This design comes from an exercise in tuning for small area and a short achievable clock period on the open sky130 flow, not from production work. In this exercise RTL edits were held to simulation tests only and were not proved equivalent to the original. Power and IR drop assume default switching activity.

==> flow/design.v <==
package tdc_pkg;
   localparam int N_CH   = 8;
   localparam int INT_W  = 11;
   localparam int FRAC_W = 11;
   localparam int SCALE  = 50;
   localparam int ACC_W  = 16;
   localparam int EV_W   = 20;
   localparam int ACC_SW = 36;
   localparam int OUT_W  = 37;
endpackage
module tdc_add_tree (
   input  logic        clk,
   input  logic [87:0] int_data,
   input  logic [87:0] frac_data,
   input  logic [7:0]  ch_mask,
   input  logic        v3,
   output logic [19:0] ev_o
);
   logic [7:0][10:0] mi, mf;
   for (genvar i = 0; i < 8; i++) begin : g_mask
      assign mi[i] = ~(int_data[11*i +: 11]  & {11{ch_mask[i]}});
      assign mf[i] = ~(frac_data[11*i +: 11] & {11{ch_mask[i]}});
   end
   logic [3:0][13:0] r0i_d, r0f_d, r0i_q, r0f_q;
   csa8to4 u_c0i (.m(mi), .r(r0i_d));
   csa8to4 u_c0f (.m(mf), .r(r0f_d));
   logic [13:0] s1i, c1i, s1f, c1f;
   logic [13:0] s1i_q, c1i_q, s1f_q, c1f_q;
   csa4to2 u_c1i (.r(r0i_q), .s(s1i), .c(c1i));
   csa4to2 u_c1f (.r(r0f_q), .s(s1f), .c(c1f));
   logic [13:0] si_q, sf_q;
   logic [19:0] a3, b3, c3, d3, t3s, t3c, e3s, e3c, e3s_q, e3c_q;
   assign a3  = {1'b0, si_q, 5'd0};
   assign b3  = {2'b0, si_q, 4'd0};
   assign c3  = {5'b0, si_q, 1'b0};
   assign d3  = {6'b0, sf_q};
   assign t3s = a3 ^ b3 ^ c3;
   assign t3c = {((a3[18:0] & b3[18:0]) | (a3[18:0] & c3[18:0]) | (b3[18:0] & c3[18:0])), 1'b0};
   assign e3s = t3s ^ t3c ^ d3;
   assign e3c = {((t3s[18:0] & t3c[18:0]) | (t3s[18:0] & d3[18:0]) | (t3c[18:0] & d3[18:0])), 1'b0};
   logic [19:0] e4_q;
   always_ff @(posedge clk) begin
      r0i_q <= r0i_d;
      r0f_q <= r0f_d;
      s1i_q <= s1i;
      c1i_q <= c1i;
      s1f_q <= s1f;
      c1f_q <= c1f;
      si_q  <= ~(s1i_q + c1i_q + 14'd1);
      sf_q  <= ~(s1f_q + c1f_q + 14'd1);
      e3s_q <= e3s;
      e3c_q <= e3c;
   end
   always_ff @(posedge clk) begin
      e4_q <= v3 ? (e3s_q + e3c_q) : 20'd0;
   end
   assign ev_o = e4_q;
endmodule
module csa8to4 (
   input  logic [7:0][10:0] m,
   output logic [3:0][13:0] r
);
   logic [13:0] x0, x1, x2, x3, x4, x5, x6, x7;
   logic [13:0] sa, ca, sb, cb;
   assign x0 = {3'b111, m[0]};
   assign x1 = {3'b111, m[1]};
   assign x2 = {3'b111, m[2]};
   assign x3 = {3'b111, m[3]};
   assign x4 = {3'b111, m[4]};
   assign x5 = {3'b111, m[5]};
   assign x6 = {3'b111, m[6]};
   assign x7 = {3'b111, m[7]};
   assign sa = x0 ^ x1 ^ x2;
   assign ca = {((x0[12:0] & x1[12:0]) | (x0[12:0] & x2[12:0]) | (x1[12:0] & x2[12:0])), 1'b1};
   assign sb = x3 ^ x4 ^ x5;
   assign cb = {((x3[12:0] & x4[12:0]) | (x3[12:0] & x5[12:0]) | (x4[12:0] & x5[12:0])), 1'b1};
   assign r[0] = sa ^ ca ^ sb;
   assign r[1] = {((sa[12:0] & ca[12:0]) | (sa[12:0] & sb[12:0]) | (ca[12:0] & sb[12:0])), 1'b1};
   assign r[2] = cb ^ x6 ^ x7;
   assign r[3] = {((cb[12:0] & x6[12:0]) | (cb[12:0] & x7[12:0]) | (x6[12:0] & x7[12:0])), 1'b1};
endmodule
module csa4to2 (
   input  logic [3:0][13:0] r,
   output logic [13:0]      s,
   output logic [13:0]      c
);
   logic [13:0] t, u;
   assign t = r[0] ^ r[1] ^ r[2];
   assign u = {((r[0][12:0] & r[1][12:0]) | (r[0][12:0] & r[2][12:0]) | (r[1][12:0] & r[2][12:0])), 1'b1};
   assign s = t ^ u ^ r[3];
   assign c = {((t[12:0] & u[12:0]) | (t[12:0] & r[3][12:0]) | (u[12:0] & r[3][12:0])), 1'b1};
endmodule
module tdc_time_accum (
   input  logic        clk,
   input  logic        rst,
   input  logic [87:0] int_data,
   input  logic [87:0] frac_data,
   input  logic [7:0]  ch_mask,
   input  logic        start,
   input  logic [15:0] acc_len,
   input  logic        acc_clear,
   output logic [36:0] out_sum,
   output logic [15:0] out_cnt,
   output logic        out_dval,
   output logic        busy
);
   logic [4:0]       vld_q;
   logic [4:0][15:0] len_q;
   logic             le1_q;     
   logic [19:0]      ev;        
   tdc_add_tree u_tree (
      .clk       (clk),
      .int_data  (int_data),
      .frac_data (frac_data),
      .ch_mask   (ch_mask),
      .v3        (vld_q[3]),
      .ev_o      (ev)
   );
   always_ff @(posedge clk or posedge rst) begin
      if (rst) begin
         vld_q <= '0;
      end else begin
         vld_q <= {vld_q[3:0], start};
      end
   end
   always_ff @(posedge clk) begin
      len_q <= {len_q[3:0], acc_len};
      le1_q <= (len_q[3][15:1] == 15'd0);
   end
   logic        acc_st_q;    
   logic        acc_st_d;
   logic [35:0] acc_q;
   logic [15:0] rem_q;       
   logic [15:0] blen_q;      
   logic [35:0] sum_q;
   logic [15:0] ocnt_q;
   logic        dval_q;
   logic        busy_q;
   logic [35:0] add;
   logic        last, finish, done;
   assign add    = acc_q + 36'(ev);
   assign last   = (rem_q == 16'd2);
   assign finish = acc_st_q ? last : le1_q;
   assign done   = vld_q[4] & finish & ~acc_clear;
   always_comb begin
      acc_st_d = acc_st_q;
      if (acc_clear) begin
         acc_st_d = 1'b0;
      end else if (vld_q[4]) begin
         acc_st_d = ~finish;
      end
   end
   always_ff @(posedge clk or posedge rst) begin
      if (rst) begin
         acc_st_q <= 1'b0;
         sum_q    <= '0;
         ocnt_q   <= '0;
         dval_q   <= 1'b0;
         busy_q   <= 1'b0;
      end else begin
         acc_st_q <= acc_st_d;
         if (done) begin
            sum_q  <= add;
            ocnt_q <= acc_st_q ? blen_q : 16'd1;
         end
         dval_q <= done;
         busy_q <= acc_st_d | start | (|vld_q[3:0]);
      end
   end
   always_ff @(posedge clk) begin
      acc_q <= (~acc_clear & (vld_q[4] ? ~finish : acc_st_q)) ? add : 36'd0;
      if (vld_q[4]) begin
         rem_q <= acc_st_q ? rem_q - 16'd1 : len_q[4];
      end
      if (vld_q[4] & ~acc_st_q) begin
         blen_q <= len_q[4];
      end
   end
   assign out_sum  = {1'b0, sum_q};
   assign out_cnt  = ocnt_q;
   assign out_dval = dval_q;
   assign busy     = busy_q;
endmodule
module tdc_time_accum_top (
   input  logic         clk,
   input  logic         rst,
   input  logic [87:0]  int_data,
   input  logic [87:0]  frac_data,
   input  logic [7:0]   ch_mask,
   input  logic         start,
   input  logic [15:0]  acc_len,
   input  logic         acc_clear,
   output logic [36:0]  out_sum,
   output logic [15:0]  out_cnt,
   output logic         out_dval,
   output logic         busy
);
   tdc_time_accum u_accum (
      .clk       (clk),
      .rst       (rst),
      .int_data  (int_data),
      .frac_data (frac_data),
      .ch_mask   (ch_mask),
      .start     (start),
      .acc_len   (acc_len),
      .acc_clear (acc_clear),
      .out_sum   (out_sum),
      .out_cnt   (out_cnt),
      .out_dval  (out_dval),
      .busy      (busy)
   );
endmodule
export LEC_CHECK = 0
export ABC_AREA = 1
export ABC_CLOCK_PERIOD_IN_PS = 2000
export CAP_MARGIN = 20
export CORE_MARGIN = 2
export CORE_UTILIZATION = 40
export CTS_BUF_LIST = sky130_fd_sc_hd__clkbuf_8 sky130_fd_sc_hd__clkbuf_16
export CTS_CLUSTER_DIAMETER = 100
export CTS_CLUSTER_SIZE = 25
export PLACE_DENSITY = 0.6
export SETUP_SLACK_MARGIN = 2.05
export SLEW_MARGIN = 20
create_clock -name core_clock -period 4.0 [get_ports {clk}]
standard.sh (not shown) runs the stock make flow with config.mk's settings and CLKGATE_MAP_FILE= SYNTH_SCRIPT=/design/flow/synth_recipe.tcl, a recipe that flattens the netlist after the stock synthesis.
==> flow/flow/run.sh <==
#!/bin/bash
set -e
export BUFFER_PORTS_ARGS="-buffer_cell sky130_fd_sc_hd__buf_1"
bash standard.sh > standard_flow.log 2>&1
Then changed:
Settings changed: SETUP_SLACK_MARGIN 2.05 to 2.0, TNS_END_PERCENT set to 20.
- worst setup slack degrades by 0.024 ns
- global-route usage barely changes
- routed wire length goes up by 0.72%
Then changed:
==> flow/flow/run.sh (replaced) <==
#!/bin/bash
set -e
export BUFFER_PORTS_ARGS="-buffer_cell sky130_fd_sc_hd__buf_2"
bash standard.sh > standard_flow.log 2>&1
Settings changed: CTS_CLUSTER_DIAMETER 100 to 80, CTS_CLUSTER_SIZE 25 to 20, SETUP_SLACK_MARGIN 2.0 to 1.8, TNS_END_PERCENT 20 to unset.
=> Non-clock buffer count decreases by 25. Routed wire length goes down by 1.7%. Design area shrinks by 1.3%. Combinational power is lower by 6.9%. Global-route usage increases by 0.29 points. Count of clock-buffer cells in the layout came out higher by 6. Flip-flop and latch count stays the same. Power shrinks by 1.4%. Via count is lower by 2.0%.
Then changed:
==> flow/flow/run.sh (replaced) <==
#!/bin/bash
set -e
export BUFFER_PORTS_ARGS="-buffer_cell sky130_fd_sc_hd__buf_1"
bash standard.sh > standard_flow.log 2>&1
Settings changed: SETUP_SLACK_MARGIN 1.8 to 2.0.
What happened: The new run completed without violations; maximum frequency increases by 8.5%; routed wire length is about the same; clock-buffer cell count stays the same.
Then changed:
Settings changed: CTS_CLUSTER_DIAMETER 80 to 100, CTS_CLUSTER_SIZE 20 to 25.
The new run passed the timing, DRC and antenna checks.
Routed wire length shrinks by 0.88%.
Die area is unchanged.
Worst setup slack improves by 0.016 ns.
Non-clock buffer count decreases by 1.
Final cell count fell by 0.60%.
Global-route usage hardly moves.
Then changed:
==> flow/flow/run.sh (replaced) <==
#!/bin/bash
set -e
export BUFFER_PORTS_ARGS="-buffer_cell sky130_fd_sc_hd__buf_2"
bash standard.sh > standard_flow.log 2>&1
Settings changed: CTS_CLUSTER_DIAMETER 100 to 80, CTS_CLUSTER_SIZE 25 to 20.
- routed wire length rises by 1.8%
- synthesized cell count does not change
- fmax falls by 1.1%

## re-timing with driven ports
The results above use ideal ports. As a check the final layouts listed here were re-extracted and re-timed, cells and wires unchanged. Step 1, drivers: a clkbuf_16 drives clk and a buf_2 each remaining input, both assumed. Step 2 moves the port delays by t, midway between the first and last clock arrival at a register: inputs arrive t later, outputs are due t later. That takes back most of the time a late clock gives input paths. Slacks: ideal ports / drivers / drivers and shift; pairs: ideal ports / drivers.
run | shift t [ns] | setup WS [ns] | worst register clock-pin slew, ns | worst slew at a driven data input, ns | cell pins on the clock port's net
the first run | 0.603 | 2.053 / 2.000 / 1.503 | 0.10 / 0.10 | 0.14 | 1
the second run | 0.597 | 2.029 / 2.018 / 1.489 | 0.11 / 0.11 | 0.06 | 1
the third run | 0.620 | 1.856 / 1.856 / 1.463 | 0.08 / 0.08 | 0.08 | 1
the fourth run | 0.625 | 2.024 / 1.978 / 1.427 | 0.09 / 0.09 | 0.06 | 1
the fifth run | 0.592 | 2.040 / 2.019 / 1.477 | 0.10 / 0.10 | 0.06 | 1
the sixth run | 0.627 | 2.019 / 2.004 / 1.419 | 0.10 / 0.10 | 0.09 | 1
After both steps setup and hold are still met in every run listed. The setup slack of the sixth run, which loses most, moves by -0.015 ns with the drivers and by -0.600 ns with both steps.
